This is an optimization exercise on Yosys and OpenROAD, whose aim is small area and a short achievable clock period, not a production implementation.
Only simulation tests tie the RTL to the original design; equivalence was not proved.
No activity file was given, so power comes from the tool's default toggle rates.

<file path="standard.sh">
#!/bin/bash
# synth_recipe.tcl (not shown) runs the flow's synth.tcl, then flattens the netlist and writes it again
# the make line also repeats each setting of config.mk as NAME=value (left out here)
make -C /OpenROAD-flow-scripts/flow DESIGN_CONFIG=/design/flow/config.mk WORK_HOME=/design/flow/orfs CLKGATE_MAP_FILE= SYNTH_SCRIPT=/design/flow/synth_recipe.tcl "${@:-finish}"
</file>
<file path="config.mk">
export PLATFORM = sky130hd
export DESIGN_NAME = sdp_ram_be
export DESIGN_NICKNAME = sdp_ram_be
export VERILOG_FILES = /design/flow/design.v
export SDC_FILE = /design/flow/constraint.sdc
export NUM_CORES = 4
export LEC_CHECK = 0
export CAP_MARGIN = 20
export CORE_MARGIN = 2
export CORE_UTILIZATION = 65
export CTS_CLUSTER_DIAMETER = 120
export CTS_CLUSTER_SIZE = 30
export SLEW_MARGIN = 20
export SYNTH_HIERARCHICAL = 1
export SYNTH_MINIMUM_KEEP_SIZE = 0
export TNS_END_PERCENT = 0
</file>
<file path="design.v">
`default_nettype none
package sdp_ram_pkg;
    typedef enum logic {
        INIT = 1'b0,
        RUN  = 1'b1
    } ram_state_e;
    localparam int RDW_OLD = 0;
    localparam int RDW_NEW = 1;
    function automatic logic [7:0] byte_merge(input logic [7:0] old_byte,
                                              input logic [7:0] new_byte,
                                              input logic       be);
        byte_merge = be ? new_byte : old_byte;
    endfunction
endpackage
`default_nettype wire
`default_nettype none
module sdp_ram_rd_pipe #(
    parameter int DATA_WIDTH = 32,
    parameter int DEPTH      = 64
) (
    input  wire logic                        clk,
    input  wire logic                        rst,
    input  wire logic                        i_valid,
    input  wire logic [DEPTH-1:0]            i_sel,
    input  wire logic [DEPTH*DATA_WIDTH-1:0] i_words,
    output logic                             o_valid,
    output logic [DATA_WIDTH-1:0]            o_data
);
    logic                  hold;
    logic [DATA_WIDTH-1:0] data_d;
    assign hold = !i_valid;
    for (genvar i = 0; i < DATA_WIDTH; i++) begin : g_bit
        logic [31:0] l1_n;   
        logic [7:0]  l2;     
        logic [3:0]  l3_n;   
        logic        ht;     
        for (genvar k = 0; k < DEPTH / 2; k++) begin : g_l1
            sdp_gate_aoi22 u_g (
                .a1 (i_sel[2*k]),   .a2 (i_words[(2*k)*DATA_WIDTH + i]),
                .b1 (i_sel[2*k+1]), .b2 (i_words[(2*k+1)*DATA_WIDTH + i]),
                .y  (l1_n[k])
            );
        end
        for (genvar j = 0; j < 8; j++) begin : g_l2
            sdp_gate_nand4 u_g (.a(l1_n[4*j]), .b(l1_n[4*j+1]), .c(l1_n[4*j+2]), .d(l1_n[4*j+3]),
                                .y(l2[j]));
        end
        sdp_gate_and2 u_ht (.a(o_data[i]), .b(hold), .y(ht));
        sdp_gate_nor3 u_l3_0 (.a(l2[0]), .b(l2[1]), .c(ht), .y(l3_n[0]));
        sdp_gate_nor2 u_l3_1 (.a(l2[2]), .b(l2[3]), .y(l3_n[1]));
        sdp_gate_nor2 u_l3_2 (.a(l2[4]), .b(l2[5]), .y(l3_n[2]));
        sdp_gate_nor2 u_l3_3 (.a(l2[6]), .b(l2[7]), .y(l3_n[3]));
        sdp_gate_aoi41 u_l4 (.a1(l3_n[0]), .a2(l3_n[1]), .a3(l3_n[2]), .a4(l3_n[3]), .b1(rst),
                             .y(data_d[i]));
    end
    always_ff @(posedge clk) begin
        o_valid <= i_valid && !rst;
        o_data  <= data_d;
    end
endmodule
module sdp_gate_aoi222 (
    input  wire logic a1, a2, b1, b2, c1, c2,
    output logic      y
);
    assign y = !((a1 && a2) || (b1 && b2) || (c1 && c2));
endmodule
module sdp_gate_aoi22 (
    input  wire logic a1, a2, b1, b2,
    output logic      y
);
    assign y = !((a1 && a2) || (b1 && b2));
endmodule
module sdp_gate_aoi41 (
    input  wire logic a1, a2, a3, a4, b1,
    output logic      y
);
    assign y = !((a1 && a2 && a3 && a4) || b1);
endmodule
module sdp_gate_and2 (
    input  wire logic a, b,
    output logic      y
);
    assign y = a && b;
endmodule
module sdp_gate_aoi21 (
    input  wire logic a1, a2, b1,
    output logic      y
);
    assign y = !((a1 && a2) || b1);
endmodule
module sdp_gate_nand4 (
    input  wire logic a, b, c, d,
    output logic      y
);
    assign y = !(a && b && c && d);
endmodule
module sdp_gate_nand3 (
    input  wire logic a, b, c,
    output logic      y
);
    assign y = !(a && b && c);
endmodule
module sdp_gate_nand2 (
    input  wire logic a, b,
    output logic      y
);
    assign y = !(a && b);
endmodule
module sdp_gate_nor3 (
    input  wire logic a, b, c,
    output logic      y
);
    assign y = !(a || b || c);
endmodule
module sdp_gate_nor2 (
    input  wire logic a, b,
    output logic      y
);
    assign y = !(a || b);
endmodule
`default_nettype wire
`default_nettype none
module sdp_ram_be #(
    parameter int DATA_WIDTH   = 32,
    parameter int ADDR_WIDTH   = 6,
    parameter int DEPTH        = 2**ADDR_WIDTH,
    parameter int READ_LATENCY = 2,
    parameter int RDW_MODE     = 1
) (
    input  wire logic                    clk,
    input  wire logic                    rst,
    input  wire logic                    wr_en,
    input  wire logic [ADDR_WIDTH-1:0]   wr_addr,
    input  wire logic [DATA_WIDTH-1:0]   wr_data,
    input  wire logic [DATA_WIDTH/8-1:0] wr_be,
    input  wire logic                    rd_en,
    input  wire logic [ADDR_WIDTH-1:0]   rd_addr,
    output logic      [DATA_WIDTH-1:0]   rd_data,
    output logic                         rd_valid,
    output logic                         init_busy
);
    localparam int c_num_bytes = DATA_WIDTH / 8;
    logic [5:0] cnt_q;
    logic       init_busy_q;
    always_ff @(posedge clk) begin
        if (rst) begin
            cnt_q       <= '0;
            init_busy_q <= 1'b1;
        end else if (init_busy_q) begin
            cnt_q <= cnt_q + 6'd1;
            if (&cnt_q) init_busy_q <= 1'b0;
        end
    end
    logic                   wr_accept;
    logic [DATA_WIDTH-1:0]  wdata;
    logic [7:0]             lo_n, wa_hi;
    logic [c_num_bytes-1:0] be;
    assign wr_accept = wr_en && !init_busy_q;
    assign wdata     = rst ? '0 : wr_data;
    for (genvar b = 0; b < c_num_bytes; b++) begin : g_be
        assign be[b] = rst || wr_be[b];
    end
    for (genvar i = 0; i < 8; i++) begin : g_wdec
        assign lo_n[i]  = !(rst || (wr_addr[2:0] == 3'(i)));
        assign wa_hi[i] = rst || (wr_accept && wr_addr[5:3] == 3'(i));
    end
    logic [c_num_bytes-1:0] hb_n [8];
    for (genvar h = 0; h < 8; h++) begin : g_hb
        for (genvar b = 0; b < c_num_bytes; b++) begin : g_b
            sdp_gate_nand2 u_hb (.a(wa_hi[h]), .b(be[b]), .y(hb_n[h][b]));
        end
    end
    logic             rd_accept;
    logic [7:0]       ra_lo_n, ra_hi_n;
    logic [DEPTH-1:0] rsel_d, rsel_q;
    logic             rv_q;
    assign rd_accept = !rst && !init_busy_q && rd_en;
    for (genvar i = 0; i < 8; i++) begin : g_rdec
        assign ra_lo_n[i] = !(rd_addr[2:0] == 3'(i));
        assign ra_hi_n[i] = !(rd_accept && rd_addr[5:3] == 3'(i));
    end
    for (genvar w = 0; w < DEPTH; w++) begin : g_rsel
        sdp_gate_nor2 u_rsel (.a(ra_hi_n[w / 8]), .b(ra_lo_n[w % 8]), .y(rsel_d[w]));
    end
    always_ff @(posedge clk) begin
        rsel_q <= rsel_d;
        rv_q   <= rd_accept;
    end
    logic [DATA_WIDTH-1:0]       mem_q [DEPTH];
    logic [DEPTH*DATA_WIDTH-1:0] mem_flat;
    for (genvar w = 0; w < DEPTH; w++) begin : g_word
        for (genvar b = 0; b < c_num_bytes; b++) begin : g_byte
            logic we;
            sdp_gate_nor2 u_we (.a(hb_n[w / 8][b]), .b(lo_n[w % 8]), .y(we));
            always_ff @(posedge clk) begin
                if (we) mem_q[w][8*b +: 8] <= wdata[8*b +: 8];
            end
        end
        assign mem_flat[w*DATA_WIDTH +: DATA_WIDTH] = mem_q[w];
    end
    sdp_ram_rd_pipe #(
        .DATA_WIDTH (DATA_WIDTH),
        .DEPTH      (DEPTH)
    ) u_rd_pipe (
        .clk     (clk),
        .rst     (rst),
        .i_valid (rv_q),
        .i_sel   (rsel_q),
        .i_words (mem_flat),
        .o_valid (rd_valid),
        .o_data  (rd_data)
    );
    assign init_busy = init_busy_q;
endmodule
`default_nettype wire
</file>
<file path="flow/run.sh">
#!/bin/bash
# Standard ORFS layout, run in three parts so that the setup margin is only
# asked of timing repair once the clock tree exists (from CTS on). Port
# buffers are plain buffers, and sizing may change a cell's footprint. At the
# end of floorplan, flow/post_floorplan.tcl puts every combinational cell at
# its smallest size, so that only the cells timing needs are sized up later.
# Each part's output goes to its own log file here.
set -eo pipefail
cd "$(dirname "$0")/.."
K="MATCH_CELL_FOOTPRINT=0"
M="SETUP_SLACK_MARGIN=${SETUP_MARGIN:-2.0}"
bash standard.sh $K "BUFFER_PORTS_ARGS=-buffer_cell sky130_fd_sc_hd__buf_2" "POST_FLOORPLAN_TCL=$PWD/flow/post_floorplan.tcl" synth floorplan place > flow_place.log 2>&1
bash standard.sh $K $M cts > flow_cts.log 2>&1
bash standard.sh $K $M finish > flow_finish.log 2>&1
</file>
<file path="flow/post_floorplan.tcl">
# Hook run by ORFS at the end of floorplan (POST_FLOORPLAN_TCL): put every
# combinational cell at the smallest drive strength of its family. Synthesis
# sizes cells for a guessed load; the timing repair of the later steps sizes
# up the cells the placed design needs.
set n 0
foreach inst [get_cells *] {
  set cur [get_property $inst ref_name]
  if {![regexp {^(.*_)([0-9]+)$} $cur -> fam sz]} { continue }
  if {[string match "*df*" $cur] || [string match "*clk*" $cur] || [string match "*tap*" $cur] || [string match "*lpflow*" $cur]} { continue }
  set best $cur; set ba [get_property [get_lib_cells */$cur] area]
  foreach lc [get_lib_cells */${fam}*] {
    set c [get_name $lc]
    if {![regexp {^(.*_)([0-9]+)$} $c -> f2 s2] || $f2 ne $fam} { continue }
    set a [get_property $lc area]
    if {$a < $ba} { set ba $a; set best $c }
  }
  if {$best ne $cur} { replace_cell $inst $best; incr n }
}
puts "post_floorplan: $n cells set to their smallest size"
</file>
<file path="constraint.sdc">
create_clock -name core_clock -period 4.0 [get_ports {clk}]
set_input_delay 0.8000 -clock core_clock [delete_from_list [all_inputs] [get_ports {clk}]]
set_output_delay 0.8000 -clock core_clock [all_outputs]
set_load 0.01 [all_outputs]
</file>
==> PnR_summary.wiki, run 1 <==
{| class="wikitable"
! Metric !! Value
|-
| Run status || finished clean
|-
| Multiplexer share of the synthesized area || 0.0123%
|-
| Clock Power Share || 27.1%
|-
| Final cell utilization of the core || 68.4%
|-
| Port Buffers || 85
|-
| Final weighted congestion of routability-driven global placement || 0.923
|-
| Worst setup EP type || flip-flop
|-
| Switching power as a share of total power || 21.0%
|-
| Average wire per standard cell || 35.0 um
|-
| Minimum setup slack in the final design || 1770 ps
|-
| First DRT Iteration DRCs || 7,069
|-
| Final hold violation count || 0
|-
| GRT overflow || 0
|-
| # rows || 129
|-
| NumNets Final || 4,486
|-
| Nature of the critical path startpoint || flip-flop
|-
| Async S/R FF share, synth || 0%
|-
| Chip width || 358 um
|-
| Length of the first detailed-routing pass in iterations || 6
|-
| Register bit total from synthesis || 2,153
|-
| Mean Syn Cell Area || 19.9 sq um
|-
| Final critical-path required period || 2230 ps
|-
| Die footprint || 0.128 sq mm
|-
| Required time at the endpoint of the critical path || 4550 ps
|-
| Buffer levels on the longest clock path || 3
|-
| Proportion of layout cells with a drive suffix above 1 || 17.1%
|-
| # Max-Cap Violations || 0
|-
| Total half-perimeter wirelength after legalization and detailed placement || 140 mm
|-
| Max IR drop VDD || 0.383 mV
|-
| Number of clock buffers inserted by TritonCTS || 81
|-
| Slew at the pin closest to its max-slew limit || 1040 ps
|-
| Total Negative Setup Slacks || 0 ps
|-
| Most common cell after layout, fill and taps aside || edfxtp_1
|-
| Number of antenna violations at the first check in global routing || 12
|-
| Warnings from Yosys || 11
|-
| Root cell of the clock tree || clkbuf_16
|-
| Xor/xnor share of the synthesized area || 0.0430%
|-
| Power density normalized to cell area || 450 mW/mm^2
|-
| Net Switching || 8.01 mW
|-
| Count of final setup violators || 0
|-
| Lkg Pwr || 26.6 nW
|-
| GRT Util Overall || 33.5%
|-
| Upper clock frequency limit || 449 MHz
|-
| Worst Path Class, Setup || flip-flop to flip-flop
|-
| Final Max Tran Viols || 0
|-
| Class of the tightest hold or removal check || flip-flop to flip-flop
|-
| Worst Path Max Fanout || 17
|-
| Sequential share of power || 68.4%
|-
| Worst slew margin relative to its limit || 30.7%
|-
| Starting utilization of the core area || 65.7%
|-
| Synthesized cell area || 0.0814 sq mm
|-
| Adder and majority gate portion of the synthesized area || 0.0154%
|-
| DIE HEIGHT || 358 um
|-
| Synth Flop Type || edfxtp_1
|-
| Final WL || 215 mm
|-
| Worst slack at placement || 569 ps
|-
| Commonest cells after routing, fill and taps aside || edfxtp_1 (2,048), a22oi_1 (1,022), nand4_1 (258), nor2_4 (196), nor2_1 (171)
|-
| Clk Latency, worst-skew pair || 710 ps
|-
| IO Pins || 86
|-
| Post-Route Skew || 19.2 ps
|-
| Residual DRC || 0
|-
| Portion of the post-synthesis area used by sequential elements || 78.1%
|-
| Maximum number of pins on one net before global-route repair || 65
|-
| RSZ-0062 raised after global routing || yes
|-
| Cell internal power dissipation || 30.2 mW
|-
| Count of cell types in the netlist || 35
|-
| Routed Antenna Nets || 0
|-
| Post-synthesis to final-layout area growth || 4.12%
|-
| Vias after detailed routing || 43.0k
|-
| Largest family of logic cells by synthesized area || compound AO/OA/AOI/OAI gates
|-
| Clock-pin slew on the worst setup and hold paths || 110 ps
|-
| Avg Vias per Cell || 7.01
|-
| # H-tree levels || 3
|-
| Core ar. || 0.124 sq mm
|-
| Post-layout total power || 38.2 mW
|-
| Clock net sink count || 2,153
|-
| TritonCTS clock tree || yes
|-
| Final period util || 55.7%
|-
| Number of global-route vias before repair || 40.1k
|-
| WHS || 470 ps
|-
| Count of flip-flops with a built-in enable after synthesis || 2,048
|-
| Fraction of the mapped netlist area in compound gates || 16.5%
|-
| Post-Synthesis Net Count || 4,145
|-
| Gate count after technology mapping || 4,092
|-
| Global-route wire length before repair || 299 mm
|-
| Worst path arrival time || 2780 ps
|-
| Gate power share || 4.5%
|-
| Share of synthesized cell area in and, or, nand and nor gates || 5.23%
|}
-- flip-flops by register name (all words and copies together), names as in the netlist --
register           flops
mem_q               2048
rsel_q                64
u_rd_pipe.o_data      32
cnt_q                  6
init_busy_q            1
rv_q                   1
u_rd_pipe.o_valid      1
-- power groups by stage --
| stage | clock network [mW] | logic, mW | registers, mW |
|---|---|---|---|
| after floorplan | 0 | 0.699 | 26.7 |
| after global placement | 0 | 1.41 | 26.6 |
| after detailed placement | 0 | 1.44 | 26.6 |
| after CTS | 10.4 | 1.63 | 26.1 |
| after global routing | 11.2 | 1.80 | 26.2 |
| final | 10.4 | 1.71 | 26.1 |
-- final cells by class --
| class | instances | area, sq um |
|---|---|---|
| flip-flops and latches | 2153 | 63700 |
| fillers | 8185 | 39200 |
| multi-input cells | 1927 | 14600 |
| clock buffers | 130 | 2300 |
| repair buffers | 265 | 2100 |
| well taps | 1637 | 2050 |
| clock inverters | 3 | 26.3 |
| diodes | 8 | 20.0 |
| inverters | 5 | 18.8 |
-- through the flow --
step / area, sq um / cells
2_1_floorplan: 81400 / 4092
4_1_cts: 84100 / 6118
5_1_grt: 84800 / 6121
3_5_place_dp: 80100 / 5969
6_report: 84800 / 6128
3_3_place_gp: 80100 / 5968
-- cell families after synthesis --
family	after synthesis
flip-flops	2153
AO/OA/AOI/OAI	1075
AND/OR/NAND/NOR	846
buffers and inverters	12
XOR/XNOR	4
multiplexers	1
adder cells (fa/ha/maj)	1
-- path summary, 6_finish.rpt --
kind	startpoint	end	slack, ps	cells past startpoint
min	rv_q	u_rd_pipe.o_valid	470	1
min reg2reg	rv_q	u_rd_pipe.o_valid	470	1
max reg2reg	rsel_q[0]	u_rd_pipe.o_data[29]	1770	5
max	rsel_q[0]	u_rd_pipe.o_data[29]	1770	5
-- worst max-delay path: stages, from the launching register on --
cell     delay (ps)
dfxtp_2         490
buf_4           290
a22oi_1         340
nand4_1         170
nor3_1          560
a41oi_1         220
-- what timing repair did --
action / 4_1_cts / 5_1_grt
setup endpoints to repair: 2146 / 2195
buffers inserted: 16 / 2
gates resized for setup: 470 / 140
hold buffers: 0 / 0
pin swaps: 8 / 6
-- modules after synthesis (local to each module, per instance), a selection --
module,times used,flops+latches
sdp_gate_and2,32,0
sdp_gate_aoi22,1024,0
sdp_gate_aoi41,32,0
sdp_gate_nand2,32,0
sdp_gate_nand4,256,0
sdp_gate_nor2,416,0
sdp_gate_nor3,32,0
sdp_ram_be,1,2120
-- cells in the mapped netlist (2+ instances only) --
master,number,share of area [%]
clkbuf_1,4,0.018
a41oi_2,32,0.64
nand3_1,4,0.025
buf_2,3,0.018
dfxtp_1,105,2.6
a31o_1,3,0.032
nand4_1,257,2.0
nor2_1,426,2.0
a31oi_1,8,0.061
a22oi_2,1024,16
nor2b_1,35,0.27
nand3b_1,3,0.028
nor3_2,32,0.39
a41o_1,2,0.025
edfxtp_1,2048,76
or3_1,2,0.015
xor2_1,3,0.032
and2_1,34,0.26
nand2_1,42,0.19
or2_1,4,0.031
a21o_1,3,0.028
inv_1,5,0.023
-- layer usage --
layer / part of all wire (%) / routed length [um] / vias up / global-route usage [%]
met2: 47 / 101000 / 2533 / 52.0
met3: 11 / 23600 / 336 / 7.35
met5: 0.049 / 106 / - / 0
met1: 39 / 84300 / 22100 / 48.9
li1: - / - / 17900 / -
met4: 2.8 / 6040 / 14 / 9.42
==> run 2: changes to the inputs <==
--- a/design.v
+++ b/design.v
@@ -141,21 +141,25 @@
 );
     localparam int c_num_bytes = DATA_WIDTH / 8;
     logic [5:0] cnt_q;
-    logic       init_busy_q;
+    logic       init_busy_q, wr_ok_q;
     always_ff @(posedge clk) begin
         if (rst) begin
             cnt_q       <= '0;
             init_busy_q <= 1'b1;
+            wr_ok_q     <= 1'b0;
         end else if (init_busy_q) begin
             cnt_q <= cnt_q + 6'd1;
-            if (&cnt_q) init_busy_q <= 1'b0;
+            if (&cnt_q) begin
+                init_busy_q <= 1'b0;
+                wr_ok_q     <= 1'b1;
+            end
         end
     end
     logic                   wr_accept;
     logic [DATA_WIDTH-1:0]  wdata;
     logic [7:0]             lo_n, wa_hi;
     logic [c_num_bytes-1:0] be;
-    assign wr_accept = wr_en && !init_busy_q;
+    assign wr_accept = wr_en && wr_ok_q;
     assign wdata     = rst ? '0 : wr_data;
     for (genvar b = 0; b < c_num_bytes; b++) begin : g_be
         assign be[b] = rst || wr_be[b];
==> run 2 against run 1 <==
Still clean; area after synthesis hardly changed; sequential share of layout area grew 0.33 points; combinational power decreased by 2%; wire length about the same; non-clock buffer count unchanged; via count hardly changed; largest cell class unchanged.
==> PnR_summary.wiki, run 2 <==
{| class="wikitable"
! Metric !! Value
|-
| Average wire per standard cell || 35.0 um
|-
| Avg Vias per Cell || 6.99
|-
| Post-Route Skew || 28.8 ps
|-
| Proportion of layout cells with a drive suffix above 1 || 15.1%
|-
| Most common cell after layout, fill and taps aside || edfxtp_1
|-
| Count of cell types in the netlist || 33
|-
| M1 wire length || 85.1 mm
|-
| Required time at the endpoint of the critical path || 4480 ps
|-
| First DRT Iteration DRCs || 6,394
|-
| Run status || finished clean
|-
| # rows || 129
|-
| GRT overflow || 0
|-
| Leading registers by flop count || mem_q (2048), rsel_q (64), u_rd_pipe.o_data (32)
|-
| Routed Antenna Nets || 0
|-
| Slew at the pin closest to its max-slew limit || 1100 ps
|-
| Number of clock buffers inserted by TritonCTS || 81
|-
| Number of flip-flops under the largest register name || 2,048
|-
| Root cell of the clock tree || clkbuf_16
|-
| Vias after detailed routing || 42.9k
|-
| DIE HEIGHT || 358 um
|-
| RSZ-0062 raised after global routing || yes
|-
| Buffer levels on the longest clock path || 3
|-
| Final Max Tran Viols || 0
|-
| Total length of routed met3 wires || 24.6 mm
|-
| Chip width || 358 um
|-
| Maximum number of pins on one net before global-route repair || 65
|-
| Count of flip-flops with a built-in enable after synthesis || 2,048
|-
| Total Negative Setup Slacks || 0 ps
|-
| Async S/R FF share, synth || 0%
|-
| Die footprint || 0.128 sq mm
|-
| Gate count after technology mapping || 4,095
|-
| Final weighted congestion of routability-driven global placement || 0.953
|-
| Core ar. || 0.124 sq mm
|-
| Worst Path Max Fanout || 32
|-
| Mean Syn Cell Area || 19.9 sq um
|-
| WHS || 488 ps
|-
| Final hold violation count || 0
|-
| Warnings from Yosys || 11
|-
| Nature of the critical path startpoint || flip-flop
|-
| Leading post-synthesis cells by cell area || edfxtp_1 (75%), a22oi_2 (16%), dfxtp_1 (2.6%), nand4_1 (2.0%), nor2_1 (2.0%)
|-
| Worst setup EP type || flip-flop
|-
| Class of the tightest hold or removal check || flip-flop to flip-flop
|-
| Upper clock frequency limit || 421 MHz
|-
| Residual DRC || 0
|-
| IO Pins || 86
|-
| Number of antenna violations at the first check in global routing || 15
|-
| Total half-perimeter wirelength after legalization and detailed placement || 137 mm
|-
| Cell types with the highest counts after synthesis || edfxtp_1 (2,048), a22oi_2 (1,024), nor2_1 (424)
|-
| GRT Util Overall || 33.5%
|-
| NumNets Final || 4,491
|-
| Clock net sink count || 2,154
|-
| Final WL || 215 mm
|-
| Number of global-route vias before repair || 40.0k
|-
| Synth Flop Type || edfxtp_1
|-
| Inst Count DP || 5,973
|-
| # Max-Cap Violations || 0
|-
| Top cell type by total area after synthesis || edfxtp_1
|-
| Max IR drop VDD || 0.504 mV
|-
| Most frequent cell after synthesis || edfxtp_1
|-
| Worst slew margin relative to its limit || 26.7%
|-
| Clk Latency, worst-skew pair || 720 ps
|-
| Length of the first detailed-routing pass in iterations || 6
|-
| Worst Path Class, Setup || flip-flop to flip-flop
|-
| # H-tree levels || 3
|-
| Portion of the post-synthesis area used by sequential elements || 78.1%
|-
| Global-route wire length before repair || 299 mm
|-
| Post-synthesis to final-layout area growth || 3.53%
|-
| Cell area after placement || 0.0801 sq mm
|-
| Count of final setup violators || 0
|-
| Post-layout instance count excluding filler cells || 6,140
|-
| Register bit total from synthesis || 2,154
|-
| Power density normalized to cell area || 453 mW/mm^2
|-
| Port Buffers || 85
|-
| Clock-pin slew on the worst setup and hold paths || 110 ps
|-
| Register with the highest flop count || mem_q
|-
| Number of buffers added to fix hold violations after cts || 0
|-
| Final design area excluding fillers || 0.0844 sq mm
|-
| Lkg Pwr || 26.5 nW
|-
| Final critical-path required period || 2380 ps
|-
| Commonest cells after routing, fill and taps aside || edfxtp_1 (2,048), a22oi_1 (1,023), nand4_1 (258), nor2_1 (188), nor2_4 (172)
|-
| Fraction of post-synthesis cell area in the top cell type by area || 75.5%
|-
| Worst path arrival time || 2860 ps
|-
| Length of routed met2 wiring || 99.0 mm
|-
| Post-Synthesis Net Count || 4,148
|-
| Starting utilization of the core area || 65.6%
|-
| TritonCTS clock tree || yes
|-
| Final period util || 59.4%
|-
| Synthesized cell area || 0.0815 sq mm
|-
| Highest routing layer actually used || met5
|}
## run 2: final cells by class
type	count	area [sq um]
flip-flops and latches	2154	63600
well taps	1637	2050
multi-input cells	1930	14300
fillers	8154	39800
diodes	5	12.5
clock buffers	140	2330
clock inverters	3	26.3
repair buffers	265	1970
repair inverters	1	7.51
inverters	5	22.5
## run 2: power breakdown
part           switching (mW)  internal [mW]
combinational            1.38          0.295
sequential              0.297           25.9
clock                    6.33           4.05
total                    8.01           30.2
## run 2: timing repair
item                        CTS  global route
setup endpoints to repair  2046          2371
resized for setup           397            78
pin swaps                     3             6
cloned                        1             1
setup buffers                11             6
## run 2: metrics by stage
stage	power [mW]	worst slack (ps)	util (%)
global route	39.2	1680	68.0
detailed placement	28.1	558	64.5
floorplan	27.4	885	-
global placement	28.1	590	64.5
finish	38.2	1630	68.0
CTS	38.3	1760	67.6
## run 2: critical path: stages, from the launching register on
cell,delay (ps)
dfxtp_1,310
buf_4,240
a22oi_1,390
nand4_1,170
nor3_1,630
a41oi_1,410
## run 2: kinds of logic (layout without fill, tap and decap cells)
group	count (synthesis)	after routing	synth area share (%)
XOR/XNOR	4	4	0.0430
other	0	5	0
multiplexers	1	1	0.0123
buffers and inverters	12	414	0.0645
AND/OR/NAND/NOR	847	848	5.25
AO/OA/AOI/OAI	1076	1076	16.5
adder cells (fa/ha/maj)	1	1	0.0154
flip-flops	2154	2154	78.1
## run 2: metal layers
| metal | global-route usage (%) | up-vias |
|---|---|---|
| li1 | - | 18000 |
| met1 | 50.6 | 22000 |
| met2 | 51.1 | 2629 |
| met3 | 6.43 | 329 |
| met4 | 8.50 | 18 |
| met5 | 0 | - |
## run 2: worst paths after layout
| check | slack (ps) | cells past startpoint | start | to |
|---|---|---|---|---|
| max | 1630 | 5 | rsel_q[4] | u_rd_pipe.o_data[30] |
| max reg2reg | 1630 | 5 | rsel_q[4] | u_rd_pipe.o_data[30] |
| min reg2reg | 490 | 2 | cnt_q[5] | cnt_q[5] |
| min | 490 | 2 | cnt_q[5] | cnt_q[5] |
## run 2: Yosys stat by module (local to each module, per instance), a selection
module	cells inside	flops+latches	times used	cell area, sq um
sdp_gate_nor3	1	0	32	10.0
sdp_gate_aoi22	1	0	1024	12.5
sdp_gate_nand4	1	0	256	6.26
sdp_gate_and2	1	0	32	6.26
sdp_ram_be	2236	2121	1	63700
sdp_gate_aoi41	1	0	32	16.3
sdp_gate_nor2	1	0	416	3.75
sdp_gate_nand2	1	0	32	3.75

-- re-timing with driven ports --
The flow's constraints put no driver on any port. The routed layouts listed below were extracted and timed again, unchanged, in two steps. Step 1: set_driving_cell puts a clkbuf_16 on clk and a buf_2 on each other input, an assumption about the parent block. Step 2 also shifts input and output timing later by t, the mid clock arrival at the registers, as if the neighbouring blocks saw the same clock. a / b / c = ideal / step 1 / step 2; a / b = the first two.
run | t (ns) | setup slack, ns | worst setup path at the end | slew at the worst register clock pin (ns) | cell pins on the clock port's net
run 1 | 0.780 | 1.771 / 1.771 / 1.069 | input to register | 0.12 / 0.12 | 1
run 2 | 0.788 | 1.625 / 1.625 / 0.920 | input to register | 0.12 / 0.12 | 1
After both steps every run listed still meets setup and hold. The setup slack of run 2, which loses most, moves by 0.000 ns with the drivers and by -0.705 ns with both steps.
